This is an optimization exercise on Yosys and OpenROAD, whose aim is small area, a short achievable clock period and few clock cycles, not a production implementation. No run shown here included a check of the RTL's function; only the layout flow was run. No run shown here takes its clock network from TritonCTS; it comes from the design's own scripts or RTL. The clock input has no modelled driver; a real chip could not lean on it and would need a root buffer or a full tree. Power figures rest on the tool's default switching activity, not on a simulated workload.

[config.mk]
export PLATFORM = sky130hd
export DESIGN_NAME = substring_position_search
export DESIGN_NICKNAME = substring_position_search
export VERILOG_FILES = /design/flow/design.v
export SDC_FILE = /design/flow/constraint.sdc
export NUM_CORES = 4
export LEC_CHECK = 0
export ABC_CLOCK_PERIOD_IN_PS = 2000
export CAP_MARGIN = 20
export CORE_MARGIN = 2
export CORE_UTILIZATION = 40
export SETUP_SLACK_MARGIN = 3.8
export SLEW_MARGIN = 20
[constraint.sdc]
create_clock -name core_clock -period 6.0 [get_ports {clk_i}]
set_input_delay 1.2000 -clock core_clock [delete_from_list [all_inputs] [get_ports {clk_i}]]
set_output_delay 1.2000 -clock core_clock [all_outputs]
set_load 0.01 [all_outputs]
[design.v]
`default_nettype none
package sps_pkg;
  localparam int MAX_PATTERN_DEF = 16;
  localparam int MAX_TEXT_DEF    = 65536;
  localparam int POS_W     = 16;
  localparam int LEN_W     = 5;
  localparam int CFG_W     = 64;
  localparam int CFG_IDX_W = 3;
  localparam int STATUS_W  = 2;
  localparam int BYTE_W    = 8;
  localparam logic CMD_TEXT = 1'b0;
  localparam logic CMD_END  = 1'b1;
  typedef enum logic [CFG_IDX_W-1:0] {
    CFG_PATTERN_LOW    = 3'd0,
    CFG_PATTERN_HIGH   = 3'd1,
    CFG_PATTERN_LENGTH = 3'd2,
    CFG_SEARCH_BACK    = 3'd3,
    CFG_BOUND_POSITION = 3'd4
  } cfg_idx_e;
  typedef enum logic [STATUS_W-1:0] {
    STATUS_OK        = 2'd0,
    STATUS_BOUND_ERR = 2'd1,
    STATUS_TOO_LONG  = 2'd2
  } status_e;
endpackage
`default_nettype wire
`default_nettype none
module substring_position_search #(
  parameter int MAX_PATTERN = sps_pkg::MAX_PATTERN_DEF,
  parameter int MAX_TEXT    = sps_pkg::MAX_TEXT_DEF
) (
  input  wire logic                          clk_i,
  input  wire logic                          rst_ni,
  input  wire logic                          cfg_we_i,
  input  wire logic [sps_pkg::CFG_IDX_W-1:0] cfg_idx_i,
  input  wire logic [sps_pkg::CFG_W-1:0]     cfg_data_i,
  input  wire logic                          text_valid_i,
  output logic                               text_ready_o,
  input  wire logic                          text_cmd_i,
  input  wire logic [sps_pkg::BYTE_W-1:0]    text_byte_i,
  output logic                               result_valid_o,
  input  wire logic                          result_ready_i,
  output logic                               result_found_o,
  output logic [sps_pkg::POS_W-1:0]          result_position_o,
  output logic [sps_pkg::STATUS_W-1:0]       result_status_o
);
  localparam int CNT_W  = $clog2(MAX_TEXT + 1);
  localparam int POS_W  = sps_pkg::POS_W;
  localparam int LEN_W  = sps_pkg::LEN_W;
  localparam int BYTE_W = sps_pkg::BYTE_W;
  logic [sps_pkg::CFG_W-1:0] pat_low_q, pat_high_q;
  logic                      pat_low_set_q, pat_high_set_q;
  logic [LEN_W-1:0]          len_q;
  logic                      backward_q;
  logic [POS_W-1:0]          bound_q;
  logic                   s0_valid_q;
  logic                   s0_end_q;
  logic [BYTE_W-1:0]      s0_byte_q;
  logic                   s0_may_take_q;   
  logic [1:0]             seen_q;          
  logic [MAX_PATTERN-2:0] pm_q;         
  logic                   hit_q;        
  logic [CNT_W-1:0]       count_q;      
  logic                   overflow_q;
  logic                   ge_q;         
  logic                   byte_q;       
  logic                   may_take_q;   
  logic                   end_q;        
  logic                   cond_q;       
  logic                   e_empty_q, e_ovf_q, e_back_q, e_len0_q;
  logic                         match_valid_q;
  logic [POS_W-1:0]             pos_q;   
  logic                         out_valid_q;
  logic                         found_q;
  logic [sps_pkg::STATUS_W-1:0] status_q;
  logic                         ready_q;
  logic                 in_xfer, in_may_take, s1_byte, s1_end, byte_adv;
  logic [2*sps_pkg::CFG_W-1:0] pattern;
  logic                 len0, len0_next;
  logic [MAX_PATTERN-1:0] eq, pm_new;
  logic                 byte_zero, ge_now;
  logic                 hit, take, hold_end, hold_byte, load, out_next;
  logic                 byte_next, may_take_next, end_next, needs_out_next;
  logic [LEN_W:0]       start_lo;
  logic [POS_W-LEN_W-1:0] start_hi, start_hi_m1;
  logic [POS_W-1:0]     start_pos;
  logic                 res_found, res_pos_ok;
  logic [sps_pkg::STATUS_W-1:0] res_status;
  assign pattern = {pat_high_q, pat_low_q};
  assign len0    = (len_q == '0);
  assign in_xfer = text_valid_i && ready_q;
  assign in_may_take = seen_q[1] || (len_q <= LEN_W'(seen_q) + LEN_W'(1));
  always_ff @(posedge clk_i or negedge rst_ni) begin
    if (!rst_ni) begin
      s0_valid_q <= 1'b0;
      seen_q     <= '0;
    end else begin
      s0_valid_q <= in_xfer;
      if (in_xfer) begin
        if (text_cmd_i == sps_pkg::CMD_END) seen_q <= '0;
        else if (!seen_q[1])                seen_q <= seen_q + 2'd1;
      end
    end
  end
  always_ff @(posedge clk_i) begin
    s0_end_q      <= (text_cmd_i == sps_pkg::CMD_END);
    s0_byte_q     <= text_byte_i;
    s0_may_take_q <= in_may_take;
  end
  assign s1_byte  = s0_valid_q && !s0_end_q;
  assign s1_end   = s0_valid_q && s0_end_q;
  assign byte_adv = s1_byte && !overflow_q && !count_q[CNT_W-1];
  assign byte_zero = (s0_byte_q == '0);
  always_comb begin
    for (int j = 0; j < MAX_PATTERN; j++) begin
      if ((j < 8) ? pat_low_set_q : pat_high_set_q) begin
        eq[j] = (pattern[BYTE_W*j +: BYTE_W] == s0_byte_q);
      end else begin
        eq[j] = byte_zero;
      end
    end
  end
  assign ge_now = ge_q || (count_q == CNT_W'(bound_q));
  assign pm_new = {pm_q, backward_q || ge_now} & eq;
  always_comb begin
    hit = 1'b0;
    for (int l = 1; l <= MAX_PATTERN; l++) begin
      if (len_q == LEN_W'(l)) hit = pm_new[l-1];
    end
  end
  assign start_lo    = {1'b0, count_q[LEN_W-1:0]} - {1'b0, len_q};
  assign start_hi    = count_q[POS_W-1:LEN_W];
  assign start_hi_m1 = count_q[POS_W-1:LEN_W] - 1'b1;
  assign start_pos   = {start_lo[LEN_W] ? start_hi_m1 : start_hi, start_lo[LEN_W-1:0]};
  assign take = byte_q && hit_q && (backward_q ? !cond_q : !match_valid_q);
  assign hold_end  = end_q && out_valid_q;
  assign hold_byte = byte_q && may_take_q && out_valid_q;
  assign load      = end_q && !out_valid_q;
  assign out_next  = load || (out_valid_q && !result_ready_i);
  always_comb begin
    res_found  = 1'b0;
    res_status = sps_pkg::STATUS_OK;
    if (e_ovf_q) begin
      res_status = sps_pkg::STATUS_TOO_LONG;
    end else if (e_back_q) begin
      if (e_empty_q) begin
        res_found = e_len0_q;
      end else if (!cond_q) begin
        res_status = sps_pkg::STATUS_BOUND_ERR;
      end else begin
        res_found = e_len0_q || match_valid_q;
      end
    end else begin
      res_found = e_len0_q || match_valid_q;
    end
  end
  assign res_pos_ok = res_found && !(e_back_q && e_empty_q);
  always_ff @(posedge clk_i) begin
    if (cfg_we_i && cfg_idx_i == sps_pkg::CFG_PATTERN_LOW)  pat_low_q  <= cfg_data_i;
    if (cfg_we_i && cfg_idx_i == sps_pkg::CFG_PATTERN_HIGH) pat_high_q <= cfg_data_i;
  end
  always_ff @(posedge clk_i or negedge rst_ni) begin
    if (!rst_ni) begin
      pat_low_set_q  <= 1'b0;
      pat_high_set_q <= 1'b0;
      len_q          <= '0;
      backward_q     <= 1'b0;
      bound_q        <= '0;
    end else if (cfg_we_i) begin
      case (cfg_idx_i)
        sps_pkg::CFG_PATTERN_LOW:    pat_low_set_q  <= 1'b1;
        sps_pkg::CFG_PATTERN_HIGH:   pat_high_set_q <= 1'b1;
        sps_pkg::CFG_PATTERN_LENGTH: len_q <= cfg_data_i[LEN_W-1] ? LEN_W'(MAX_PATTERN)
                                                                  : cfg_data_i[LEN_W-1:0];
        sps_pkg::CFG_SEARCH_BACK:    backward_q <= cfg_data_i[0];
        sps_pkg::CFG_BOUND_POSITION: bound_q    <= cfg_data_i[POS_W-1:0];
        default: ;
      endcase
    end
  end
  always_ff @(posedge clk_i or negedge rst_ni) begin
    if (!rst_ni) begin
      pm_q       <= '0;
      count_q    <= '0;
      overflow_q <= 1'b0;
      ge_q       <= 1'b0;
    end else if (s1_end) begin
      pm_q       <= '0;
      count_q    <= '0;
      overflow_q <= 1'b0;
      ge_q       <= 1'b0;
    end else if (s1_byte && !overflow_q) begin
      if (count_q[CNT_W-1]) begin
        overflow_q <= 1'b1;
      end else begin
        pm_q    <= pm_new[MAX_PATTERN-2:0];
        count_q <= count_q + CNT_W'(1);
        ge_q    <= ge_now;
      end
    end
  end
  assign byte_next     = byte_adv || hold_byte;
  assign may_take_next = (byte_adv && s0_may_take_q) || hold_byte;
  assign end_next      = s1_end || hold_end;
  always_ff @(posedge clk_i or negedge rst_ni) begin
    if (!rst_ni) begin
      byte_q     <= 1'b0;
      may_take_q <= 1'b0;
      end_q      <= 1'b0;
    end else begin
      byte_q     <= byte_next;
      may_take_q <= may_take_next;
      end_q      <= end_next;
    end
  end
  always_ff @(posedge clk_i) begin
    if (s0_valid_q) begin
      cond_q <= ge_q;
      hit_q  <= hit;
    end
    if (s1_end) begin
      e_empty_q <= (count_q == '0);
      e_ovf_q   <= overflow_q;
      e_back_q  <= backward_q;
      e_len0_q  <= len0;
    end
  end
  always_ff @(posedge clk_i or negedge rst_ni) begin
    if (!rst_ni) begin
      match_valid_q <= 1'b0;
    end else if (load) begin
      match_valid_q <= 1'b0;
    end else if (take && !hold_byte) begin
      match_valid_q <= 1'b1;
    end
  end
  always_ff @(posedge clk_i) begin
    if (load) begin
      if (!res_pos_ok) pos_q <= '0;
    end else if (s1_end && len0) begin
      pos_q <= bound_q;
    end else if (take && !hold_byte) begin
      pos_q <= start_pos;
    end
  end
  always_ff @(posedge clk_i or negedge rst_ni) begin
    if (!rst_ni) begin
      out_valid_q <= 1'b0;
    end else begin
      out_valid_q <= out_next;
    end
  end
  always_ff @(posedge clk_i) begin
    if (load) begin
      found_q  <= res_found;
      status_q <= res_status;
    end
  end
  assign needs_out_next = (may_take_next && byte_next && out_next)
                          || (in_xfer && (text_cmd_i == sps_pkg::CMD_END || in_may_take));
  assign len0_next = len0 || (cfg_we_i && cfg_idx_i == sps_pkg::CFG_PATTERN_LENGTH);
  always_ff @(posedge clk_i or negedge rst_ni) begin
    if (!rst_ni) begin
      ready_q <= 1'b0;
    end else begin
      ready_q <= !((needs_out_next || (end_next && out_next)) && (out_next || end_next))
                 && !(len0_next && (out_next || end_next
                                    || (in_xfer && text_cmd_i == sps_pkg::CMD_END)));
    end
  end
  assign text_ready_o      = ready_q;
  assign result_valid_o    = out_valid_q;
  assign result_found_o    = found_q;
  assign result_position_o = pos_q;
  assign result_status_o   = status_q;
endmodule
`default_nettype wire
[flow/run.sh]
#!/bin/bash
set -e
export BUFFER_PORTS_ARGS="-buffer_cell sky130_fd_sc_hd__buf_1"
export PRE_CTS_TCL="$PWD/flow/pre_cts.tcl"
export MTREE_LEAVES=10
export MTREE_ROOTS=2
bash standard.sh > standard.log 2>&1
[flow/mtree.tcl]
# Hand-built two-level clock tree: R root buffers fed by the clock port (R <= 4),
# driving K leaf buffers, each at the centre of a balanced k-means cluster of flops.
proc mtree_build {K bufcell rootcell {R 1}} {
  set block [ord::get_db_block]
  set db [ord::get_db]
  set clknet [$block findNet clk_i]
  set sinks {}
  foreach it [$clknet getITerms] { lappend sinks $it }
  set n [llength $sinks]
  set xs {}; set ys {}
  foreach it $sinks {
    set inst [$it getInst]
    set bb [$inst getBBox]
    lappend xs [expr {([$bb xMin] + [$bb xMax]) / 2.0}]
    lappend ys [expr {([$bb yMin] + [$bb yMax]) / 2.0}]
  }
  # k-means, initial centres spread by sorted order
  set idx [lsort -integer -indices [lmap x $xs y $ys {expr {int($x + 0.3*$y)}}]]
  set cx {}; set cy {}
  for {set k 0} {$k < $K} {incr k} {
    set i [lindex $idx [expr {int(($k + 0.5) * $n / $K)}]]
    lappend cx [lindex $xs $i]; lappend cy [lindex $ys $i]
  }
  set cap [expr {int(ceil(1.15 * $n / $K))}]
  for {set iter 0} {$iter < 30} {incr iter} {
    # balanced assignment: each sink goes to the nearest centre with room
    set cnt [lrepeat $K 0]
    set asg [lrepeat $n -1]
    set order {}
    for {set i 0} {$i < $n} {incr i} {
      set best 1e30
      for {set k 0} {$k < $K} {incr k} {
        set d [expr {abs([lindex $xs $i]-[lindex $cx $k]) + abs([lindex $ys $i]-[lindex $cy $k])}]
        if {$d < $best} {set best $d}
      }
      lappend order [list $i $best]
    }
    foreach p [lsort -real -decreasing -index 1 $order] {
      set i [lindex $p 0]
      set best 1e30; set bk -1
      for {set k 0} {$k < $K} {incr k} {
        if {[lindex $cnt $k] >= $cap} continue
        set d [expr {abs([lindex $xs $i]-[lindex $cx $k]) + abs([lindex $ys $i]-[lindex $cy $k])}]
        if {$d < $best} {set best $d; set bk $k}
      }
      lset asg $i $bk
      lset cnt $bk [expr {[lindex $cnt $bk] + 1}]
    }
    set sx [lrepeat $K 0.0]; set sy [lrepeat $K 0.0]
    for {set i 0} {$i < $n} {incr i} {
      set k [lindex $asg $i]
      lset sx $k [expr {[lindex $sx $k] + [lindex $xs $i]}]
      lset sy $k [expr {[lindex $sy $k] + [lindex $ys $i]}]
    }
    for {set k 0} {$k < $K} {incr k} {
      set c [lindex $cnt $k]
      if {$c > 0} {
        lset cx $k [expr {[lindex $sx $k] / $c}]
        lset cy $k [expr {[lindex $sy $k] / $c}]
      }
    }
  }
  set bufm [$db findMaster $bufcell]
  set rootm [$db findMaster $rootcell]
  # group the leaves around R root buffers (each fed by the clock port)
  set gx {}; set gy {}
  set lidx [lsort -integer -indices [lmap x $cx y $cy {expr {int($x + 0.3*$y)}}]]
  for {set r 0} {$r < $R} {incr r} {
    set i [lindex $lidx [expr {int(($r + 0.5) * $K / $R)}]]
    lappend gx [lindex $cx $i]; lappend gy [lindex $cy $i]
  }
  set lcap [expr {int(ceil(double($K) / $R))}]
  for {set iter 0} {$iter < 20} {incr iter} {
    set rcnt [lrepeat $R 0]
    set lasg [lrepeat $K -1]
    set order {}
    for {set k 0} {$k < $K} {incr k} {
      set best 1e30
      for {set r 0} {$r < $R} {incr r} {
        set d [expr {abs([lindex $cx $k]-[lindex $gx $r]) + abs([lindex $cy $k]-[lindex $gy $r])}]
        if {$d < $best} {set best $d}
      }
      lappend order [list $k $best]
    }
    foreach p [lsort -real -decreasing -index 1 $order] {
      set k [lindex $p 0]
      set best 1e30; set br -1
      for {set r 0} {$r < $R} {incr r} {
        if {[lindex $rcnt $r] >= $lcap} continue
        set d [expr {abs([lindex $cx $k]-[lindex $gx $r]) + abs([lindex $cy $k]-[lindex $gy $r])}]
        if {$d < $best} {set best $d; set br $r}
      }
      lset lasg $k $br
      lset rcnt $br [expr {[lindex $rcnt $br] + 1}]
    }
    set sx [lrepeat $R 0.0]; set sy [lrepeat $R 0.0]
    for {set k 0} {$k < $K} {incr k} {
      set r [lindex $lasg $k]
      lset sx $r [expr {[lindex $sx $r] + [lindex $cx $k]}]
      lset sy $r [expr {[lindex $sy $r] + [lindex $cy $k]}]
    }
    for {set r 0} {$r < $R} {incr r} {
      set c [lindex $rcnt $r]
      if {$c > 0} { lset gx $r [expr {[lindex $sx $r] / $c}]; lset gy $r [expr {[lindex $sy $r] / $c}] }
    }
  }
  set rootnets {}
  for {set r 0} {$r < $R} {incr r} {
    set root [odb::dbInst_create $block $rootm clkbuf_root_$r]
    $root setLocation [expr {int([lindex $gx $r])}] [expr {int([lindex $gy $r])}]
    $root setPlacementStatus PLACED
    set rootnet [odb::dbNet_create $block clknet_root_$r]
    $rootnet setSigType CLOCK
    [$root findITerm A] connect $clknet
    [$root findITerm X] connect $rootnet
    lappend rootnets $rootnet
  }
  set leafnets {}
  for {set k 0} {$k < $K} {incr k} {
    set b [odb::dbInst_create $block $bufm clkbuf_leaf_$k]
    $b setLocation [expr {int([lindex $cx $k])}] [expr {int([lindex $cy $k])}]
    $b setPlacementStatus PLACED
    set net [odb::dbNet_create $block clknet_leaf_$k]
    $net setSigType CLOCK
    [$b findITerm A] connect [lindex $rootnets [lindex $lasg $k]]
    [$b findITerm X] connect $net
    lappend leafnets $net
  }
  for {set i 0} {$i < $n} {incr i} {
    set it [lindex $sinks $i]
    $it disconnect
    $it connect [lindex $leafnets [lindex $asg $i]]
  }
  puts "mtree: $n sinks, $R roots, $K leaves, counts $cnt, leaves per root $rcnt"
}
[flow/pre_cts.tcl]
# Replace TritonCTS with a hand-built two-level clock tree (mtree.tcl): R root
# buffers fed by the clock port, driving K leaf buffers, each leaf at the centre of a balanced cluster
# of flip-flops. The rest of the CTS step (legalisation, timing repair) runs
# as usual.
source [file join [file dirname [info script]] mtree.tcl]
mtree_build $::env(MTREE_LEAVES) sky130_fd_sc_hd__clkbuf_16 sky130_fd_sc_hd__clkbuf_16 $::env(MTREE_ROOTS)
rename clock_tree_synthesis __tritoncts
proc clock_tree_synthesis {args} { puts "clock tree built by mtree.tcl; TritonCTS not run" }
set_propagated_clock [all_clocks]
[standard.sh]
#!/bin/bash
# synth_recipe.tcl (not shown) runs the flow's synth.tcl, then flattens the netlist and writes it again
# the make line also repeats each setting of config.mk as NAME=value (left out here)
make -C /OpenROAD-flow-scripts/flow DESIGN_CONFIG=/design/flow/config.mk WORK_HOME=/design/flow/orfs CLKGATE_MAP_FILE= SYNTH_SCRIPT=/design/flow/synth_recipe.tcl "${@:-finish}"
==> summary.md, run 1 <==
| Metric | Value |
|---|---|
| Status | `complete, no violations` |
| Post-Synth XOR/XNOR Area | `13.7%` |
| Syn nets | `928` |
| Clock transition at path regs | `0.08 ns` |
| Crit start category | `flop` |
| EDFF count, synth | `153` |
| Synth top area cells | `edfxtp_1 (44%), dfrtp_1 (16%), xnor2_1 (12%)` |
| Synth Area in Simple Gates | `11.9%` |
| Number of port buffers | `101` |
| Critical Path Fanout Max | `7` |
| Gate count of the mapped netlist | `831` |
| Initial antenna violation count | `0` |
| Number of diodes | `0` |
| Top-area cell type share of the netlist area | `44.2%` |
| HPWL Detailed | `16.6 mm` |
| Final hold viol count | `0` |
| VDD IR max | `0.200 mV` |
| # Max-Cap Violations | `0` |
| Ys async rst share | `29.1%` |
| Static leakage | `0.00415 µW` |
| Number of DRC markers in iteration 0 | `519` |
| Router iterations before antenna repair | `5` |
| Post-synthesis mux area share | `2.14%` |
| First-pass GRT wire length | `39.0 mm` |
| Core Area | `25800 µm²` |
| Largest net degree at the start of global routing | `68` |
| Crit Path Class | `flop to flop` |
| CP peak stage delay | `0.54 ns` |
| FILL cells | `2319` |
| Worst Hold Class | `flop to flop` |
| Cells along the critical path | `inv_2 -> ha_4 -> nor2b_4 -> o21ai_2 -> a21boi_2 -> o21a_2 -> or4b_4 -> or3_4 -> a311oi_2` |
| Fin crit share | `44.0%` |
| Crit. End Element | `flop` |
| Area grow syn2layout | `17.1%` |
| Post-synth top flop | `edfxtp_1` |
| Grt total ovfl | `0` |
| Site row count | `59` |
| Post-DP Area | `11200 µm²` |
| Fraction of layout instances using a drive strength above 1 | `15.6%` |
| Most common cell in the netlist | `edfxtp_1` |
| Final instance area | `12200 µm²` |
| Drt drc | `0` |
| Die area | `27300 µm²` |
| Avg Cell Area, Syn | `12.5 µm²` |
| Slew headroom | `39.9%` |
| DR WL/cell | `19.7 µm` |
| Die span in x | `165 µm` |
| Overall via count from detail_route | `6811` |
| DRT antenna net count | `0` |
| Max Freq | `379 MHz` |
| Final #Nets | `1049` |
| Worst Path Arrival | `2.79 ns` |
| Final GP Congestion | `0.858` |
| FF+latch count, synth | `230` |
| Slowest cell on crit path | `or4b_4` |
| Adder-cell share of the synthesized area | `2.00%` |
| Dominant cell type by area after synthesis | `edfxtp_1` |
| Setup TNS | `0 ns` |
| Warnings from Yosys | `1` |
| Worst skew pair latency | `0.35 ns` |
| IO Count | `102` |
| Largest family of logic cells by synthesized area | `XOR/XNOR gates` |
| DR vias/cell | `5.30` |
| Post-synth cell types | `48` |
| Worst Clk Skew | `0.0293 ns` |
| Post-Syn Area | `10400 µm²` |
| Max-slew violations | `0` |
| Complex-gate fraction of the synthesized area | `5.69%` |
| Final setup viols | `0` |
| RSZ-0062 raised after global routing | `yes` |
| Power per cell area | `311 nW/µm²` |
| GRT Overall Usage | `18.6%` |
| Drt total wl | `25.3 mm` |
| Starting density of the core | `40.4%` |
| Post-synth top cells | `edfxtp_1 (153), xnor2_1 (144), nand2_1 (70)` |
| Slew @ Worst Pin | `0.902 ns` |
| Worst EP required | `6.16 ns` |
| Number of global-route vias before repair | `6827` |
| Period minus WS final | `2.64 ns` |
| DIE HEIGHT | `165 µm` |
| Post-synthesis sequential area ratio | `62.2%` |
cell families (layout without fill, tap and decap cells):
family	after synthesis	in the layout
xor+xnor	163	163
buf+inv	58	176
mux	20	20
fa+ha+maj	16	16
flops	230	230
simple gates	244	245
compound gates	100	100
power breakdown:
| part | internal (µW) | leakage (µW) | total [µW] | switching (µW) |
|---|---|---|---|---|
| Sequential | 1890 | 0.00233 | 2000 | 106 |
| Clock | 361 | 0.000148 | 823 | 462 |
| Combinational | 429 | 0.00167 | 962 | 532 |
path summary, 6_finish.rpt:
kind	start	to	slack (ns)	depth (start not counted)
worst max register to register	len_q[1]	pos_q[15]	3.36	9
worst max-delay path	len_q[1]	pos_q[15]	3.36	9
max in group asynchronous	rst_ni	len_q[0]	4.28	2
worst min-delay path	s0_may_take_q	may_take_q	0.43	2
min in group asynchronous	rst_ni	count_q[4]	1.08	2
worst min register to register	s0_may_take_q	may_take_q	0.43	2
layer usage:
layer / global-route usage [%] / routed length (µm) / vias up
met4: 4.15 / 586 / 0
met5: 0 / 0 / -
met1: 26.8 / 11600 / 3399
met2: 30.6 / 11900 / 184
li1: - / - / 3192
met3: 1.72 / 1210 / 36
placed cells by master (no fill, tap or decap), types with 9 or more instances in the layout:
cell type,netlist,layout
edfxtp_1,153,153
xnor2_1,144,142
buf_1,0,98
nand2_1,70,67
dfrtp_1,67,54
nand4_1,49,49
nor2_1,49,46
o21ai_0,49,38
buf_4,0,24
mux2_2,18,18
xor2_1,19,17
inv_1,20,16
nand3_1,14,14
a21oi_1,14,13
ha_1,15,13
clkbuf_16,0,13
dfrtp_2,0,13
dfxtp_1,10,10
o21ai_1,1,9
buf_12,0,9
worst max-delay path, delay by kind of cell (launching register included):
kind	cells	cell delay, ns
adder cells (fa/ha/maj)	1	0.19
buffers and inverters	1	0.08
AND/OR/NAND/NOR	3	1.05
flip-flops	1	0.42
AO/OA/AOI/OAI	4	0.73
cell type report:
type	count	area, µm²	share of cell area (%)
plain buffers	12	300	2.47
inverters	20	78.8	0.647
multi-input cells	544	4010	33.0
flip-flops and latches	230	6490	53.3
well taps	335	419	3.44
repair buffers	143	873	7.17
repair inverters	1	5.00	0.0411
registers in the layout, summed over array words and instances (netlist names), 2 cells and up:
register    flops
bound_q        16
status_q        2
seen_q          2
pat_high_q     64
len_q           5
pm_q           15
pat_low_q      64
count_q        17
pos_q          16
s0_byte_q       8
repair_timing:
action	CTS	global route
cloned	2	0
setup buffers	17	11
gates resized for setup	58	50
endpoints found under the setup margin	185	115
hold buffers	0	0
pin swaps	21	27
per-stage QoR:
step           std cells  hold WS (ns)  util [%]  setup slack (ns)  total power, µW
2_1_floorplan        831         0.416         -              2.54             2540
6_report            1285         0.434      47.3              3.36             3780
3_3_place_gp        1243         0.436      43.5              2.65             2780
5_1_grt             1285         0.467      47.3              3.26             3970
4_1_cts             1274         0.438      46.1              3.34             3720
3_5_place_dp        1243         0.434      43.5              2.58             2800
==> run 2: changes to the inputs <==
--- a/flow/run.sh
+++ b/flow/run.sh
@@ -4,4 +4,4 @@
 export PRE_CTS_TCL="$PWD/flow/pre_cts.tcl"
 export MTREE_LEAVES=10
-export MTREE_ROOTS=2
+export MTREE_ROOTS=1
 bash standard.sh > standard.log 2>&1
==> run 2 against run 1 <==
Clock skew fell by 0.0097 ns. Critical path type unchanged. Sequential cell count unchanged. Critical path depth unchanged. Critical endpoint unchanged. Still clean.
==> summary.md, run 2 <==
| Metric | Value |
|---|---|
| Max Freq | `380 MHz (+0.22%)` |
| VDD IR max | `0.200 mV (about the same)` |
| Drt drc | `0 (unchanged)` |
| DR vias/cell | `5.28 (-0.42%)` |
| Fin Hold WS | `0.436 ns (+0.00262 ns)` |
| Area grow syn2layout | `16.8%` |
| Warnings from Yosys | `1 (unchanged)` |
| Clock transition at path regs | `0.08 ns (about the same)` |
| HPWL Detailed | `16.6 mm (unchanged)` |
| Top flop regs | `pat_high_q: 64 flops, pat_low_q: 64 flops, count_q: 17 flops` |
| DR WL/cell | `19.7 µm (about the same)` |
| Avg Cell Area, Syn | `12.5 µm² (unchanged)` |
| DIE HEIGHT | `165 µm (unchanged)` |
| DRT antenna net count | `0 (unchanged)` |
| Setup TNS | `0 ns (unchanged)` |
| Top-area cell type share of the netlist area | `44.2% (unchanged)` |
| Fraction of layout instances using a drive strength above 1 | `15.7% (+0.16 points)` |
| Final hold viol count | `0 (unchanged)` |
| Overall via count from detail_route | `6798 (-0.19%)` |
| FF+latch count, synth | `230 (unchanged)` |
| Die span in x | `165 µm (unchanged)` |
| Worst reg2reg setup slack | `3.37 ns (about the same)` |
| P_int | `2650 µW (-1.1%)` |
| Number of diodes | `0 (unchanged)` |
| Switching Power | `1100 µW (+0.12%)` |
| First-pass GRT wire length | `39.0 mm (+0.11%)` |
| Static leakage | `0.00415 µW (about the same)` |
| Met3 wire length | `1.13 mm (-6.5%)` |
| Worst Path Arrival | `2.87 ns (+0.08 ns)` |
| Worst Clk Skew | `0.0196 ns (-0.00973 ns)` |
| # Max-Cap Violations | `0 (unchanged)` |
| Critical R2R Launch | `len_q[1]` |
| Crit Path Class | `flop to flop` |
| IO Count | `102 (unchanged)` |
| Number of global-route vias before repair | `6825 (-0.029%)` |
| Status | `complete, no violations` |
| Core Area | `25800 µm² (unchanged)` |
| Syn nets | `928 (unchanged)` |
| Post-synth top flop | `edfxtp_1` |
| Number of port buffers | `101 (unchanged)` |
| Flop pwr share | `53.1% (+0.3 points)` |
| Die area | `27300 µm² (unchanged)` |
| Starting density of the core | `40.4% (unchanged)` |
| Sequential Area | `6490 µm² (unchanged)` |
| EDFF count, synth | `153 (unchanged)` |
| Final #Nets | `1052 (+0.29%)` |
| Fin crit share | `43.9% (-0.098 points)` |
| Synth top area cells | `edfxtp_1 (44%), dfrtp_1 (16%), xnor2_1 (12%)` |
| Site row count | `59 (unchanged)` |
| Most common cell in the netlist | `edfxtp_1` |
| GRT Overall Usage | `18.6% (about the same)` |
| Most frequent cells in the layout | `edfxtp_1 (153), xnor2_1 (142), buf_1 (98), nand2_1 (67), dfrtp_1 (54)` |
| Worst EP required | `6.23 ns (+0.07 ns)` |
| Slew @ Worst Pin | `0.901 ns (-0.000439 ns)` |
| Critical Path Source | `len_q[1]` |
| Commonest non-fill, non-tap cell in the layout | `edfxtp_1` |
| Post-synth top cells | `edfxtp_1 (153), xnor2_1 (144), nand2_1 (70)` |
| Worst skew pair latency | `0.42 ns (+0.07 ns)` |
| Met2 wire length | `12.0 mm (+0.49%)` |
| Largest net degree at the start of global routing | `68 (unchanged)` |
| Post-synth cell types | `48 (unchanged)` |
| Power per cell area | `309 nW/µm² (-0.46%)` |
| Footprint of the multi-input gates | `4010 µm² (-0.19%)` |
| Post-synthesis sequential area ratio | `62.2% (unchanged)` |
| Comb power frac | `25.9% (+0.5 points)` |
| Initial antenna violation count | `0 (unchanged)` |
| Reg-to-reg endpoint | `pos_q[15]` |
| Period minus WS final | `2.63 ns (-0.00589 ns)` |
| Max-slew violations | `0 (unchanged)` |
| Sw Share | `29.3% (+0.25 points)` |
| Worst Hold Class | `flop to flop` |
| Setup crit end | `pos_q[15]` |
| Dominant cell type by area after synthesis | `edfxtp_1` |
| Wire length on met1 | `11.8 mm (+1.0%)` |
| RSZ-0062 raised after global routing | `yes` |
| FILL cells | `2332 (+0.56%)` |
| Uppermost layer routed | `met4` |
| Critical Path Fanout Max | `7 (unchanged)` |
| Clock network power share | `21.1% (-0.7 points)` |
| Final GP Congestion | `0.858 (unchanged)` |
| Grt total ovfl | `0 (unchanged)` |
| Post-Syn Area | `10400 µm² (unchanged)` |
| Final setup viols | `0 (unchanged)` |
| Number of DRC markers in iteration 0 | `565 (+8.9%)` |
| Crit start category | `flop` |
| Drt total wl | `25.4 mm (+0.24%)` |
| FF-to-FF path depth | `9 (unchanged)` |
| Gate count of the mapped netlist | `831 (unchanged)` |
| Crit. End Element | `flop` |
| Ys async rst share | `29.1% (unchanged)` |
| Router iterations before antenna repair | `5 (unchanged)` |
| Slew headroom | `39.9% (about the same)` |
-- run 2: cell counts after synthesis --
No cell type changed its count.
-- run 2: power groups by stage --
| stage | combinational [µW] | clock (µW) | sequential, µW |
|---|---|---|---|
| global placement | 743 | 0 | 2040 |
| global route | 1070 | 865 | 2010 |
| finish | 971 | 791 | 1990 |
| detailed placement | 757 | 0 | 2040 |
| floorplan | 503 | 0 | 2030 |
| CTS | 889 | 812 | 1990 |
-- run 2: layout make-up --
cell class	count	share of cell area [%]
Buffer	11	2.27
Inverter	20	0.649
Multi-Input combinational cell	544	33.0
Sequential cell	230	53.4
Tap cell	335	3.45
Timing Repair Buffer	147	7.18
Timing Repair inverter	1	0.0412
-- run 2: repair_timing --
item	in CTS	in global routing
setup endpoints to repair	186	122
resized for setup	55	48
gates cloned	2	0
hold buffers	0	0
buffers inserted	18	14
pin swaps	20	24
hold endpoints to repair	0	0
-- run 2: worst min path at each step --
stage                            end           from  slack (ns)  cells past startpoint
after global placement    may_take_q  s0_may_take_q        0.44                      2
after detailed placement  may_take_q  s0_may_take_q        0.43                      2
after global routing      may_take_q  s0_may_take_q        0.47                      2
after floorplan           may_take_q  s0_may_take_q        0.42                      2
final                     may_take_q  s0_may_take_q        0.44                      2
after CTS                 may_take_q  s0_may_take_q        0.44                      2
-- run 2: critical path: stages, from the launching register on --
cell,delay [ns]
dfrtp_2,0.42
inv_2,0.08
ha_4,0.19
nor2b_4,0.12
o21ai_2,0.16
a21boi_2,0.08
o21a_2,0.22
or4b_4,0.54
or3_4,0.39
a311oi_2,0.27
-- run 2: logic make-up (layout without fill, tap and decap cells) --
| logic type | count (synthesis) | count (layout) | synth area share [%] |
|---|---|---|---|
| flops | 230 | 230 | 62.2 |
| fa+ha+maj | 16 | 16 | 2.00 |
| compound gates | 100 | 100 | 5.69 |
| simple gates | 244 | 245 | 11.9 |
| buf+inv | 58 | 179 | 2.29 |
| xor+xnor | 163 | 163 | 13.7 |
| mux | 20 | 20 | 2.14 |
-- run 2: per-layer routing --
| layer | vias up | GRT usage [%] |
|---|---|---|
| li1 | 3198 | - |
| met1 | 3388 | 26.9 |
| met2 | 186 | 30.7 |
| met3 | 26 | 1.62 |
| met4 | 0 | 3.91 |
| met5 | - | 0 |
-- run 2: stage by stage --
stage	instance area [µm²]	cells	util [%]	total power, µW	setup WS (ns)
6_report	12100	1288	47.1	3750	3.37
5_1_grt	12100	1288	47.1	3950	3.26
4_1_cts	11800	1274	46.0	3700	3.34
3_5_place_dp	11200	1243	43.5	2800	2.58
3_3_place_gp	11200	1243	43.5	2780	2.65
2_1_floorplan	10500	831	-	2540	2.54
==> run 3: changes to the inputs <==
--- a/design.v
+++ b/design.v
@@ -83,5 +83,5 @@
   logic                 byte_next, may_take_next, end_next, needs_out_next;
   logic [LEN_W:0]       start_lo;
-  logic [POS_W-LEN_W-1:0] start_hi, start_hi_m1;
+  logic [POS_W-LEN_W-1:0] start_hi, hi_zero_below;
   logic [POS_W-1:0]     start_pos;
   logic                 res_found, res_pos_ok;
@@ -129,8 +129,13 @@
     end
   end
-  assign start_lo    = {1'b0, count_q[LEN_W-1:0]} - {1'b0, len_q};
-  assign start_hi    = count_q[POS_W-1:LEN_W];
-  assign start_hi_m1 = count_q[POS_W-1:LEN_W] - 1'b1;
-  assign start_pos   = {start_lo[LEN_W] ? start_hi_m1 : start_hi, start_lo[LEN_W-1:0]};
+  assign start_lo = {1'b0, count_q[LEN_W-1:0]} - {1'b0, len_q};
+  always_comb begin
+    hi_zero_below[0] = 1'b1;
+    for (int i = 1; i < POS_W - LEN_W; i++) begin
+      hi_zero_below[i] = hi_zero_below[i-1] && !count_q[LEN_W+i-1];
+    end
+  end
+  assign start_hi  = count_q[POS_W-1:LEN_W] ^ ({(POS_W-LEN_W){start_lo[LEN_W]}} & hi_zero_below);
+  assign start_pos = {start_hi, start_lo[LEN_W-1:0]};
   assign take = byte_q && hit_q && (backward_q ? !cond_q : !match_valid_q);
   assign hold_end  = end_q && out_valid_q;
--- a/flow/run.sh
+++ b/flow/run.sh
@@ -4,4 +4,4 @@
 export PRE_CTS_TCL="$PWD/flow/pre_cts.tcl"
 export MTREE_LEAVES=10
-export MTREE_ROOTS=1
+export MTREE_ROOTS=2
 bash standard.sh > standard.log 2>&1
==> run 3 against run 2 <==
Still clean on timing, DRC and antenna. Synthesized area rose by 1.5%. Cell area up 5.5%. Via count rose by 2.9%.
==> summary.md, run 3 <==
| Metric | Value |
|---|---|
| Status | `complete, no violations` |
| Hold Path Origin | `s0_may_take_q` |
| RSZ-0062 raised after global routing | `yes` |
| Crit start category | `flop` |
| Grt total ovfl | `0 (unchanged)` |
| Setup ws final | `3.72 ns (+0.350 ns)` |
| DIE HEIGHT | `166 µm (+0.73%)` |
| Number of port buffers | `101 (unchanged)` |
| Dominant cell type by area after synthesis | `edfxtp_1` |
| FILL cells | `2349 (+0.73%)` |
| HPWL Detailed | `16.2 mm (-2.5%)` |
| Post-Syn Area | `10600 µm² (+1.5%)` |
| DR WL/cell | `19.7 µm (about the same)` |
| GRT Overall Usage | `17.9% (-0.70 points)` |
| Crit. End Element | `flop` |
| Post-synth cell types | `58 (+21%)` |
| DRT antenna net count | `0 (unchanged)` |
| Static leakage | `0.00449 µW (+8.1%)` |
| Final hold viol count | `0 (unchanged)` |
| Number of global-route vias before repair | `6665 (-2.3%)` |
| Core Area | `26000 µm² (+0.86%)` |
| First-pass GRT wire length | `39.4 mm (+0.88%)` |
| DR vias/cell | `5.27 (-0.20%)` |
| Clock network power share | `22.0% (+0.9 points)` |
| FF+latch count, synth | `230 (unchanged)` |
| Most common cell in the netlist | `edfxtp_1` |
| Die area | `27700 µm² (+1.5%)` |
| Hold_buf cts | `0 (unchanged)` |
| Most frequent cells in the layout | `edfxtp_1 (153), xnor2_1 (139), buf_1 (96), nand2_1 (70), dfrtp_1 (56)` |
| Critical R2R Launch | `s0_byte_q[7]` |
| Power per cell area | `293 nW/µm² (-5.3%)` |
| Worst Clk Skew | `0.0404 ns (+0.0208 ns)` |
| Post-synthesis sequential area ratio | `61.3% (-0.91 points)` |
| P_int | `2670 µW (+0.62%)` |
| Clock transition at path regs | `0.11 ns (+0.03 ns)` |
| Flop pwr share | `53.4% (+0.3 points)` |
| Worst Hold Class | `flop to flop` |
| Setup TNS | `0 ns (unchanged)` |
| Post-Synth XOR/XNOR Area | `12.8% (-0.95 points)` |
| Period minus WS final | `2.28 ns (-0.350 ns)` |
| Worst skew pair latency | `0.35 ns (-0.07 ns)` |
| Sequential Area | `6500 µm² (+0.23%)` |
| Top-area cell type share of the netlist area | `43.5% (-0.65 points)` |
| Final #Nets | `1091 (+3.7%)` |
| Final setup viols | `0 (unchanged)` |
| Post-synth top cells | `edfxtp_1 (153), xnor2_1 (148), nand2_1 (72)` |
| Slew headroom | `37.3% (-2.6 points)` |
| Max-slew violations | `0 (unchanged)` |
| Pre-CTS setup slack | `2.53 ns (-0.0492 ns)` |
| Slew @ Worst Pin | `0.941 ns (+0.0397 ns)` |
| Slowest cell on crit path | `mux4_2` |
| Worst Path Arrival | `2.45 ns (-0.42 ns)` |
| Drt total wl | `26.2 mm (+3.0%)` |
| Crit Path Class | `flop to flop` |
| Max Freq | `438 MHz (+15%)` |
| Largest family of logic cells by synthesized area | `XOR/XNOR gates` |
| Final GP Congestion | `0.868 (+1.2%)` |
| Ys async rst share | `29.1% (unchanged)` |
| Avg Cell Area, Syn | `12.6 µm² (+1.0%)` |
| Critical Path Fanout Max | `6 (-1)` |
| Area grow syn2layout | `21.3%` |
| Starting density of the core | `40.6% (+0.25 points)` |
| Syn nets | `931 (+0.32%)` |
| Drt drc | `0 (unchanged)` |
| Largest net degree at the start of global routing | `68 (unchanged)` |
| Fin crit share | `38.0% (-5.8 points)` |
| Router iterations before antenna repair | `5 (unchanged)` |
| Warnings from Yosys | `1 (unchanged)` |
| # Max-Cap Violations | `0 (unchanged)` |
| Post-synthesis mux area share | `2.70% (+0.56 points)` |
| Initial antenna violation count | `0 (unchanged)` |
| Commonest non-fill, non-tap cell in the layout | `edfxtp_1` |
| EDFF count, synth | `153 (unchanged)` |
| Number of diodes | `0 (unchanged)` |
| Post-synth top flop | `edfxtp_1` |
| Fraction of layout instances using a drive strength above 1 | `19.6% (+3.9 points)` |
| Critical Path Source | `s0_byte_q[7]` |
| Switching Power | `1080 µW (-1.9%)` |
| Adder-cell share of the synthesized area | `1.85% (-0.15 points)` |
| IO Count | `102 (unchanged)` |
| Number of DRC markers in iteration 0 | `587 (+3.9%)` |
| Synth top area cells | `edfxtp_1 (44%), dfrtp_1 (16%), xnor2_1 (12%)` |
| Footprint of the multi-input gates | `4080 µm² (+1.9%)` |
| Complex-gate fraction of the synthesized area | `6.31% (+0.62 points)` |
| Die span in x | `166 µm (+0.73%)` |
| Top flop regs | `pat_high_q: 64 flops, pat_low_q: 64 flops, count_q: 17 flops` |
| VDD IR max | `0.206 mV (+2.8%)` |
| Synth Area in Simple Gates | `11.9% (about the same)` |
| Gate count of the mapped netlist | `835 (+0.48%)` |
| Worst EP required | `6.16 ns (-0.07 ns)` |
| Cells along the critical path | `buf_12 -> xnor2_2 -> nand4_1 -> o21ai_2 -> nand2_2 -> mux4_2 -> o211a_1 -> a41oi_2` |
| Site row count | `59 (unchanged)` |
| Sw Share | `28.8% (-0.53 points)` |
| Overall via count from detail_route | `6995 (+2.9%)` |
| Comb power frac | `24.6% (-1.3 points)` |
| CP peak stage delay | `0.45 ns (-0.09 ns)` |
==> run 3: cell types whose count changed after synthesis, moves of 5 or more <==
cell      delta
buf_6        +5
nor4_1       -7
nand4b_1     +5
clkbuf_1    -11
xor2_1      -13
nand4_1      -7
buf_4       +13
==> run 3: per-layer routing <==
| metal | wire (µm) | vias to the layer above | track usage, % |
|---|---|---|---|
| met3 | 1310 | 21 | 1.38 |
| met2 | 12300 | 208 | 28.9 |
| met5 | 0 | - | 0 |
| met1 | 12200 | 3454 | 27.4 |
| li1 | - | 3312 | - |
| met4 | 339 | 0 | 2.02 |
==> run 3: cell families (layout without fill, tap and decap cells) <==
kind of cell,count (synthesis),count (layout)
mux,25,25
buf+inv,61,218
compound gates,110,110
xor+xnor,154,154
fa+ha+maj,15,15
simple gates,240,241
flops,230,230
==> run 3: worst paths after layout <==
kind	depth (start not counted)	slack, ns	to
worst max-delay path	8	3.72	hit_q
worst min-delay path	2	0.46	may_take_q
worst max register to register	8	3.72	hit_q
worst min register to register	2	0.46	may_take_q
max in group asynchronous	2	4.24	len_q[0]
min in group asynchronous	2	1.05	pm_q[11]
==> run 3: area by class of cell <==
class | instances | share of cell area (%)
plain buffers | 12 | 2.34
inverters | 20 | 0.645
multi-input cells | 545 | 31.9
flip-flops and latches | 230 | 50.8
well taps | 335 | 3.27
repair buffers | 186 | 11.1
==> run 3: repair_timing <==
action | in CTS | in global routing
resized for setup | 73 | 50
pin swaps | 10 | 19
cloned | 2 | 5
buffers inserted | 39 | 27
hold endpoints to repair | 0 | 0
setup endpoints to repair | 191 | 30
==> run 3: stage by stage <==
| stage | utilization (%) | instance area, µm² | instances | hold WS [ns] | total power, µW |
|---|---|---|---|---|---|
| 4_1_cts | 47.3 | 12300 | 1296 | 0.459 | 3710 |
| 2_1_floorplan | - | 10600 | 835 | 0.425 | 2520 |
| 3_5_place_dp | 43.3 | 11300 | 1243 | 0.447 | 2770 |
| 6_report | 49.3 | 12800 | 1328 | 0.461 | 3750 |
| 5_1_grt | 49.3 | 12800 | 1328 | 0.477 | 3940 |
| 3_3_place_gp | 43.3 | 11300 | 1243 | 0.438 | 2760 |
==> run 3: critical path: cells and delay by family, from the launching register on <==
family,cells,cell delay (ns)
multiplexers,1,0.45
AO/OA/AOI/OAI,3,0.72
buffers and inverters,1,0.15
AND/OR/NAND/NOR,2,0.26
XOR/XNOR,1,0.11
flip-flops,1,0.40
==> run 3: power by group through the flow <==
stage	registers, µW	clock network [µW]	logic, µW
4_1_cts	2000	849	857
3_3_place_gp	2040	0	728
5_1_grt	2020	902	1020
2_1_floorplan	2020	0	492
6_report	2000	825	924
3_5_place_dp	2040	0	732
==> run 4: changes to the inputs <==
--- a/flow/run.sh
+++ b/flow/run.sh
@@ -4,4 +4,4 @@
 export PRE_CTS_TCL="$PWD/flow/pre_cts.tcl"
 export MTREE_LEAVES=10
-export MTREE_ROOTS=2
+export MTREE_ROOTS=1
 bash standard.sh > standard.log 2>&1
==> run 4 against run 3 <==
Fmax grew 2.7%. Worst hold slack got worse by 0.0037 ns. Clock skew down 0.0069 ns. Sequential share of layout area rose by 0.64 points. Synthesized area did not move. Global-route usage fell by 0.55 points. Cell count decreased by 0.23%. Sequential cell count unchanged. Power fell by 0.96%. Critical path type unchanged.
==> summary.md, run 4 <==
| Metric | Value |
|---|---|
| Status | `complete, no violations` |
| Gate count of the mapped netlist | `835 (unchanged)` |
| Crit. End Element | `flop` |
| Fraction of layout instances using a drive strength above 1 | `18.7% (-0.95 points)` |
| Final GP Congestion | `0.868 (unchanged)` |
| FF+latch count, synth | `230 (unchanged)` |
| Warnings from Yosys | `1 (unchanged)` |
| Max-slew violations | `0 (unchanged)` |
| FILL cells | `2361 (+0.51%)` |
| # Max-Cap Violations | `0 (unchanged)` |
| Syn nets | `931 (unchanged)` |
| Sw Share | `29.0% (+0.21 points)` |
| Worst Hold Class | `flop to flop` |
| Final setup viols | `0 (unchanged)` |
| Drt drc | `0 (unchanged)` |
| Grt total ovfl | `0 (unchanged)` |
| Clock network power share | `21.3% (-0.7 points)` |
| Worst Path Arrival | `2.46 ns (about the same)` |
| Core Area | `26000 µm² (unchanged)` |
| Comb power frac | `24.9% (+0.3 points)` |
| Commonest non-fill, non-tap cell in the layout | `edfxtp_1` |
| Worst reg2reg setup slack | `3.78 ns (+0.06 ns)` |
| Initial antenna violation count | `0 (unchanged)` |
| Synth top area cells | `edfxtp_1 (44%), dfrtp_1 (16%), xnor2_1 (12%)` |
| Top flop regs | `pat_high_q: 64 flops, pat_low_q: 64 flops, count_q: 17 flops` |
| VDD IR max | `0.198 mV (-4.1%)` |
| DR vias/cell | `5.26 (about the same)` |
| RSZ-0062 raised after global routing | `yes` |
| Crit start category | `flop` |
| GRT Overall Usage | `17.4% (-0.55 points)` |
| Max Freq | `450 MHz (+2.7%)` |
| Post-synth top flop | `edfxtp_1` |
| Switching Power | `1080 µW (-0.23%)` |
| Critical R2R Launch | `s0_byte_q[2]` |
| Setup ws final | `3.78 ns (+0.0594 ns)` |
| Ys async rst share | `29.1% (unchanged)` |
| Number of DRC markers in iteration 0 | `517 (-12%)` |
| Post-synthesis sequential area ratio | `61.3% (unchanged)` |
| Reg-to-reg endpoint | `hit_q` |
| Flop pwr share | `53.7% (+0.3 points)` |
| Fin crit share | `37.1% (-0.99 points)` |
| Drt total wl | `25.1 mm (-4.1%)` |
| Number of diodes | `0 (unchanged)` |
| Starting density of the core | `40.6% (unchanged)` |
| Number of global-route vias before repair | `6543 (-1.8%)` |
| Clock transition at path regs | `0.09 ns (-0.02 ns)` |
| Critical Path Fanout Max | `12 (+6)` |
| Slew headroom | `38.3% (+1.1 points)` |
| Area grow syn2layout | `19.5%` |
| Post-synth top cells | `edfxtp_1 (153), xnor2_1 (148), nand2_1 (72)` |
| Die area | `27700 µm² (unchanged)` |
| HPWL Detailed | `16.2 mm (unchanged)` |
| Die span in x | `166 µm (unchanged)` |
| Layout Cells excl Fill | `1325 (-0.23%)` |
| Static leakage | `0.00441 µW (-1.7%)` |
| Dpl cells | `1243 (unchanged)` |
| Top-area cell type share of the netlist area | `43.5% (unchanged)` |
| Avg Cell Area, Syn | `12.6 µm² (unchanged)` |
| Setup TNS | `0 ns (unchanged)` |
| DRT antenna net count | `0 (unchanged)` |
| Period minus WS final | `2.22 ns (-0.0594 ns)` |
| Hold path endpoint | `may_take_q` |
| Router iterations before antenna repair | `5 (unchanged)` |
| Post-Syn Area | `10600 µm² (unchanged)` |
| Slew @ Worst Pin | `0.925 ns (-0.0159 ns)` |
| EDFF count, synth | `153 (unchanged)` |
| Site row count | `59 (unchanged)` |
| Most common cell in the netlist | `edfxtp_1` |
| Dominant cell type by area after synthesis | `edfxtp_1` |
| Most frequent cells in the layout | `edfxtp_1 (153), xnor2_1 (146), buf_1 (94), nand2_1 (70), buf_4 (58)` |
| Hold Path Origin | `s0_may_take_q` |
| P_int | `2640 µW (-1.3%)` |
| FF-to-FF path depth | `8 (unchanged)` |
| DR WL/cell | `18.9 µm (-3.9%)` |
| Worst skew pair latency | `0.42 ns (+0.07 ns)` |
| IO Count | `102 (unchanged)` |
| Overall via count from detail_route | `6974 (-0.30%)` |
| Worst EP required | `6.24 ns (+0.08 ns)` |
| Power per cell area | `294 nW/µm² (+0.52%)` |
| Pre-CTS setup slack | `2.53 ns (unchanged)` |
| DIE HEIGHT | `166 µm (unchanged)` |
| Largest net degree at the start of global routing | `68 (unchanged)` |
| Number of port buffers | `101 (unchanged)` |
| Final #Nets | `1088 (-0.27%)` |
| Crit Path Class | `flop to flop` |
| Post-synth cell types | `58 (unchanged)` |
| Worst Clk Skew | `0.0334 ns (-0.00694 ns)` |
| Hold depth | `2 (unchanged)` |
| First-pass GRT wire length | `38.5 mm (-2.3%)` |
| Final hold viol count | `0 (unchanged)` |
## run 4: cell families after synthesis
family	count (synthesis)	share of synthesized area [%]
AND/OR/NAND/NOR	240	11.9
adder cells (fa/ha/maj)	15	1.85
buffers and inverters	61	3.13
AO/OA/AOI/OAI	110	6.31
multiplexers	25	2.70
XOR/XNOR	154	12.8
flip-flops	230	61.3
## run 4: worst max path at each step
stage / start / endpoint / slack, ns / cells after the start
2_1_floorplan: cfg_we_i / pat_high_q[0] / 2.18 / 1
3_3_place_gp: len_q[1] / pos_q[15] / 2.72 / 5
3_5_place_dp: len_q[1] / pos_q[5] / 2.53 / 5
4_1_cts: s0_byte_q[4] / hit_q / 3.75 / 8
5_1_grt: s0_byte_q[0] / hit_q / 3.70 / 8
6_report: s0_byte_q[2] / hit_q / 3.78 / 8
## run 4: per-layer routing
| layer | vias up | GRT usage (%) | routed length (µm) | part of all wire (%) |
|---|---|---|---|---|
| li1 | 3304 | - | - | - |
| met1 | 3464 | 26.7 | 11900 | 47 |
| met2 | 187 | 28.1 | 11700 | 47 |
| met3 | 19 | 1.21 | 1140 | 4.5 |
| met4 | 0 | 1.91 | 303 | 1.2 |
| met5 | - | 0 | 0 | 0 |
## run 4: stage by stage
| stage | cell area, µm² | utilization (%) | total power, µW | hold slack [ns] |
|---|---|---|---|---|
| 4_1_cts | 12100 | 46.7 | 3670 | 0.459 |
| 3_5_place_dp | 11300 | 43.3 | 2770 | 0.447 |
| 5_1_grt | 12600 | 48.6 | 3900 | 0.477 |
| 6_report | 12600 | 48.6 | 3710 | 0.457 |
| 2_1_floorplan | 10600 | - | 2520 | 0.425 |
| 3_3_place_gp | 11300 | 43.3 | 2760 | 0.438 |
## run 4: worst max-delay path: stages (launching register included)
cell and delay (ns):
dfxtp_1 0.37, buf_12 0.17, xnor2_1 0.12, nand4_1 0.14, o21ai_2 0.22, nand2_1 0.11, mux4_2 0.46, o211a_1 0.23
a41oi_2 0.21
## run 4: final cells by class
cell class              count  area, µm²  area share [%]
inverters                  20       82.6           0.655
multi-input cells         545       4040            32.0
plain buffers              11        275            2.18
flip-flops and latches    230       6490            51.4
well taps                 335        419            3.32
repair buffers            184       1310            10.4
## run 4: timing repair
item                       4_1_cts  5_1_grt
setup buffers                   32       37
gates cloned                     0        2
setup endpoints to repair      196       95
pin swaps                       12       11
hold buffers                     0        0
gates resized for setup         66       44
## run 4: power groups by stage
| stage | Clock [µW] | Combinational (µW) | Sequential, µW |
|---|---|---|---|
| after detailed placement | 0 | 732 | 2040 |
| after global placement | 0 | 728 | 2040 |
| after CTS | 817 | 859 | 2000 |
| after global routing | 868 | 1020 | 2010 |
| final | 793 | 925 | 2000 |
| after floorplan | 0 | 492 | 2020 |
==> run 5: changes to the inputs <==
--- a/design.v
+++ b/design.v
@@ -59,6 +59,5 @@
   logic                   s0_may_take_q;   
   logic [1:0]             seen_q;          
-  logic [MAX_PATTERN-2:0] pm_q;         
-  logic                   hit_q;        
+  logic [MAX_PATTERN-1:0] pm_q;         
   logic [CNT_W-1:0]       count_q;      
   logic                   overflow_q;
@@ -78,5 +77,5 @@
   logic [2*sps_pkg::CFG_W-1:0] pattern;
   logic                 len0, len0_next;
-  logic [MAX_PATTERN-1:0] eq, pm_new;
+  logic [MAX_PATTERN-1:0] eq;
   logic                 byte_zero, ge_now;
   logic                 hit, take, hold_end, hold_byte, load, out_next;
@@ -122,9 +121,8 @@
   end
   assign ge_now = ge_q || (count_q == CNT_W'(bound_q));
-  assign pm_new = {pm_q, backward_q || ge_now} & eq;
   always_comb begin
     hit = 1'b0;
     for (int l = 1; l <= MAX_PATTERN; l++) begin
-      if (len_q == LEN_W'(l)) hit = pm_new[l-1];
+      if (len_q == LEN_W'(l)) hit = pm_q[l-1];
     end
   end
@@ -138,5 +136,5 @@
   assign start_hi  = count_q[POS_W-1:LEN_W] ^ ({(POS_W-LEN_W){start_lo[LEN_W]}} & hi_zero_below);
   assign start_pos = {start_hi, start_lo[LEN_W-1:0]};
-  assign take = byte_q && hit_q && (backward_q ? !cond_q : !match_valid_q);
+  assign take = byte_q && hit && (backward_q ? !cond_q : !match_valid_q);
   assign hold_end  = end_q && out_valid_q;
   assign hold_byte = byte_q && may_take_q && out_valid_q;
@@ -199,5 +197,5 @@
         overflow_q <= 1'b1;
       end else begin
-        pm_q    <= pm_new[MAX_PATTERN-2:0];
+        pm_q    <= {pm_q[MAX_PATTERN-2:0], backward_q || ge_now} & eq;
         count_q <= count_q + CNT_W'(1);
         ge_q    <= ge_now;
@@ -222,5 +220,4 @@
     if (s0_valid_q) begin
       cond_q <= ge_q;
-      hit_q  <= hit;
     end
     if (s1_end) begin
==> run 5 against run 4 <==
Critical path type unchanged. Fmax is 9.1% lower. Worst setup slack worse by 0.22 ns. Wire length is 5.2% lower. Combinational power is 0.5% lower. Die area is 1.7% lower. Highest routed layer unchanged.
==> summary.md, run 5 <==
| Metric | Value |
|---|---|
| Site row count | `58 (-1.7%)` |
| Most frequent CP cell | `or3_4` |
| Cells along the critical path | `or3_4 -> or4_4 -> or3_4 -> buf_6 -> nor3_4 -> xnor2_1 -> a211oi_1` |
| Most frequent cells in the layout | `xnor2_1 (154), edfxtp_1 (152), buf_1 (91), dfrtp_1 (58), nor2_1 (51)` |
| RSZ-0062 raised after global routing | `yes` |
| Post-synth top flop | `edfxtp_1` |
| Worst Hold Class | `flop to flop` |
| Slowest cell on crit path | `dfrtp_2` |
| Power per cell area | `314 nW/µm² (+6.8%)` |
| Core Area | `25300 µm² (-2.5%)` |
| Status | `complete, no violations` |
| Top flop regs | `pat_high_q: 64 flops, pat_low_q: 64 flops, count_q: 17 flops` |
| Clock transition at path regs | `0.10 ns (about the same)` |
| Commonest non-fill, non-tap cell in the layout | `xnor2_1` |
| Number of diodes | `0 (unchanged)` |
| Final instance area | `11800 µm² (-6.2%)` |
| Period minus WS final | `2.45 ns (+0.223 ns)` |
| Pre-CTS setup slack | `3.07 ns (+0.545 ns)` |
| Overall via count from detail_route | `6555 (-6.0%)` |
| Number of port buffers | `101 (unchanged)` |
| Fin crit share | `40.8% (+3.7 points)` |
| Critical Path Fanout Max | `4 (-8)` |
| Critical R2R Launch | `count_q[7]` |
| Final setup viols | `0 (unchanged)` |
| VDD IR max | `0.221 mV (+12%)` |
| Post-Syn Area | `10400 µm² (-1.7%)` |
| FILL cells | `2314 (-2.0%)` |
| Post-DP Area | `11200 µm² (-0.78%)` |
| Worst EP required | `6.26 ns (+0.02 ns)` |
| Total Power | `3720 µW (+0.21%)` |
| EDFF count, synth | `152 (-0.65%)` |
| DIE HEIGHT | `165 µm (-0.84%)` |
| Critical Path Source | `count_q[7]` |
| Drt total wl | `23.8 mm (-5.2%)` |
| Static leakage | `0.00407 µW (-7.8%)` |
| Syn nets | `899 (-3.4%)` |
| Largest net degree at the start of global routing | `66 (-2.9%)` |
| Warnings from Yosys | `1 (unchanged)` |
| FF-to-FF path depth | `7 (-1)` |
| Sw Share | `29.4% (+0.42 points)` |
| Starting density of the core | `41.0% (+0.34 points)` |
| Post-synthesis sequential area ratio | `62.3% (+1.0 points)` |
| Initial antenna violation count | `0 (unchanged)` |
| Area grow syn2layout | `14.1%` |
| DR WL/cell | `19.1 µm (+1.1%)` |
| Gate count of the mapped netlist | `803 (-3.8%)` |
| Number of global-route vias before repair | `6315 (-3.5%)` |
| Delay-heaviest family, CP | `simple AND/OR/NAND/NOR gates` |
| HPWL Detailed | `16.2 mm (-0.31%)` |
| Post-synth top cells | `xnor2_1 (154), edfxtp_1 (152), dfrtp_1 (68)` |
| Final GP Congestion | `0.830 (-4.4%)` |
| Die area | `27200 µm² (-1.7%)` |
| GRT Overall Usage | `17.3% (-0.10 points)` |
| Crit Path Class | `flop to flop` |
| Crit start category | `flop` |
| Crit. path cell count | `7 (-1)` |
| DR vias/cell | `5.28 (+0.27%)` |
| Worst reg2reg setup slack | `3.55 ns (-0.22 ns)` |
| Most common cell in the netlist | `xnor2_1` |
| Ys async rst share | `29.6% (+0.43 points)` |
| Comb power frac | `24.7% (-0.2 points)` |
| Setup ws final | `3.55 ns (-0.223 ns)` |
| Worst Clk Skew | `0.0211 ns (-0.0123 ns)` |
| Clock network power share | `21.3% (about the same)` |
| Setup TNS | `0 ns (unchanged)` |
| Avg Cell Area, Syn | `12.9 µm² (+2.2%)` |
| Flop pwr share | `54.0% (+0.3 points)` |
| P_int | `2630 µW (-0.39%)` |
| Top-area cell type share of the netlist area | `44.0% (+0.47 points)` |
| CP peak stage delay | `0.43 ns (-0.03 ns)` |
| Slew @ Worst Pin | `0.761 ns (-0.164 ns)` |
| IO Count | `102 (unchanged)` |
| Max-slew violations | `0 (unchanged)` |
| Slew headroom | `49.1% (+11 points)` |
| Switching Power | `1100 µW (+1.7%)` |
| Hold depth | `2 (unchanged)` |
| Setup crit end | `pos_q[13]` |
| Final #Nets | `1010 (-7.2%)` |
| Max Freq | `409 MHz (-9.1%)` |
| Grt total ovfl | `0 (unchanged)` |
| Drt drc | `0 (unchanged)` |
| Number of DRC markers in iteration 0 | `501 (-3.1%)` |
| CP bufs+invs | `1 (unchanged)` |
| Dominant cell type by area after synthesis | `edfxtp_1` |
| Crit. End Element | `flop` |
| DRT antenna net count | `0 (unchanged)` |
| Reg-to-reg endpoint | `pos_q[13]` |
| Fraction of layout instances using a drive strength above 1 | `13.9% (-4.8 points)` |
| # Max-Cap Violations | `0 (unchanged)` |
| Worst skew pair latency | `0.42 ns (about the same)` |
| Worst Path Arrival | `2.70 ns (+0.24 ns)` |
| Synth top area cells | `edfxtp_1 (44%), dfrtp_1 (16%), xnor2_1 (13%)` |
| Final hold viol count | `0 (unchanged)` |
| FF+latch count, synth | `230 (unchanged)` |
| Die span in x | `165 µm (-0.84%)` |
| First-pass GRT wire length | `36.4 mm (-5.3%)` |
| Router iterations before antenna repair | `5 (unchanged)` |
| Post-synth cell types | `55 (-5.2%)` |
-- run 5: cells by family (layout without fill, tap and decap cells) --
logic type,count (synthesis),after routing,synth area share (%)
adders and majority gates,15,15,1.88
buffers and inverters,61,169,2.32
DFF,230,230,62.3
muxes,26,26,2.73
and+or+nand+nor,201,201,10.1
AOI/OAI and AO/OA,111,112,7.19
xor gates and xnor gates,159,159,13.4
-- run 5: stage by stage --
step / utilization [%] / cells / hold WS, ns
2_1_floorplan: - / 803 / 0.416
3_3_place_gp: 44.1 / 1206 / 0.434
3_5_place_dp: 44.1 / 1206 / 0.427
4_1_cts: 46.0 / 1234 / 0.444
5_1_grt: 46.7 / 1242 / 0.484
6_report: 46.7 / 1242 / 0.442
-- run 5: metal layers --
layer  share of wire [%]  GRT usage [%]
met5                   0              0
met4                 1.9           2.81
met3                 3.3          0.854
met2                  47           28.4
met1                  48           25.8
-- run 5: timing repair --
action | CTS | global route
hold buffers | 0 | 0
buffers inserted | 16 | 7
gates resized for setup | 19 | 38
pin swaps | 5 | 5
gates cloned | 1 | 1
endpoints found under the setup margin | 160 | 180
-- run 5: worst min path at each step --
| stage | slack, ns | to | start |
|---|---|---|---|
| after floorplan | 0.42 | may_take_q | s0_may_take_q |
| after global placement | 0.43 | may_take_q | s0_may_take_q |
| after detailed placement | 0.43 | may_take_q | s0_may_take_q |
| after CTS | 0.44 | may_take_q | s0_may_take_q |
| after global routing | 0.48 | may_take_q | s0_may_take_q |
| final | 0.44 | may_take_q | s0_may_take_q |
-- run 5: power groups by stage --
| stage | combinational, µW | sequential (µW) | clock [µW] |
|---|---|---|---|
| global route | 1020 | 2030 | 870 |
| detailed placement | 787 | 2050 | 0 |
| finish | 920 | 2010 | 792 |
| global placement | 774 | 2050 | 0 |
| floorplan | 551 | 2030 | 0 |
| CTS | 870 | 2010 | 819 |
-- run 5: area by class of cell --
class,count,area (µm²),share of cell area [%]
Multi-Input combinational cell,513,3850,32.5
Sequential cell,230,6480,54.7
Inverter,20,75.1,0.634
Tap cell,330,413,3.49
Buffer,11,275,2.33
Timing Repair Buffer,138,741,6.26
-- run 5: worst min-delay path, delay by kind of cell (launching register included) --
family	cells	cell delay (ns)
DFF	1	0.31
and+or+nand+nor	2	0.10

==> what the ideal ports hide <==
In the flow no input, the clock included, has a driving cell. The finished layouts below were timed again as built, in two steps. Step 1 assumes that a clkbuf_16 drives the clock port and a buf_2 every other input. Step 2, shift: input delay + t, output delay - t, t = (earliest + latest rising clock arrival at the registers) / 2. This alone moves slack from input paths to output paths. Slacks: ideal ports / drivers / drivers and shift; pairs: ideal ports / drivers.
| run | shift t [ns] | slack for setup (ns) | hold slack, ns | worst setup path after step 2 | slew at the worst register clock pin (ns) |
|---|---|---|---|---|---|
| run 1 | 0.406 | 3.362 / 3.362 / 3.362 | 0.434 / 0.434 / 0.434 | register to register | 0.10 / 0.10 |
| run 2 | 0.456 | 3.368 / 3.368 / 3.368 | 0.436 / 0.436 / 0.436 | register to register | 0.10 / 0.10 |
| run 3 | 0.398 | 3.717 / 3.717 / 3.487 | 0.461 / 0.461 / 0.461 | input to register | 0.11 / 0.11 |
| run 4 | 0.450 | 3.777 / 3.747 / 3.414 | 0.457 / 0.457 / 0.457 | input to register | 0.11 / 0.11 |
| run 5 | 0.453 | 3.553 / 3.553 / 3.442 | 0.442 / 0.442 / 0.442 | input to register | 0.10 / 0.10 |
After both steps setup and hold are still met in every run listed. For run 4, which loses most, drivers alone change the setup slack by -0.030 ns; drivers and shift together by -0.363 ns.
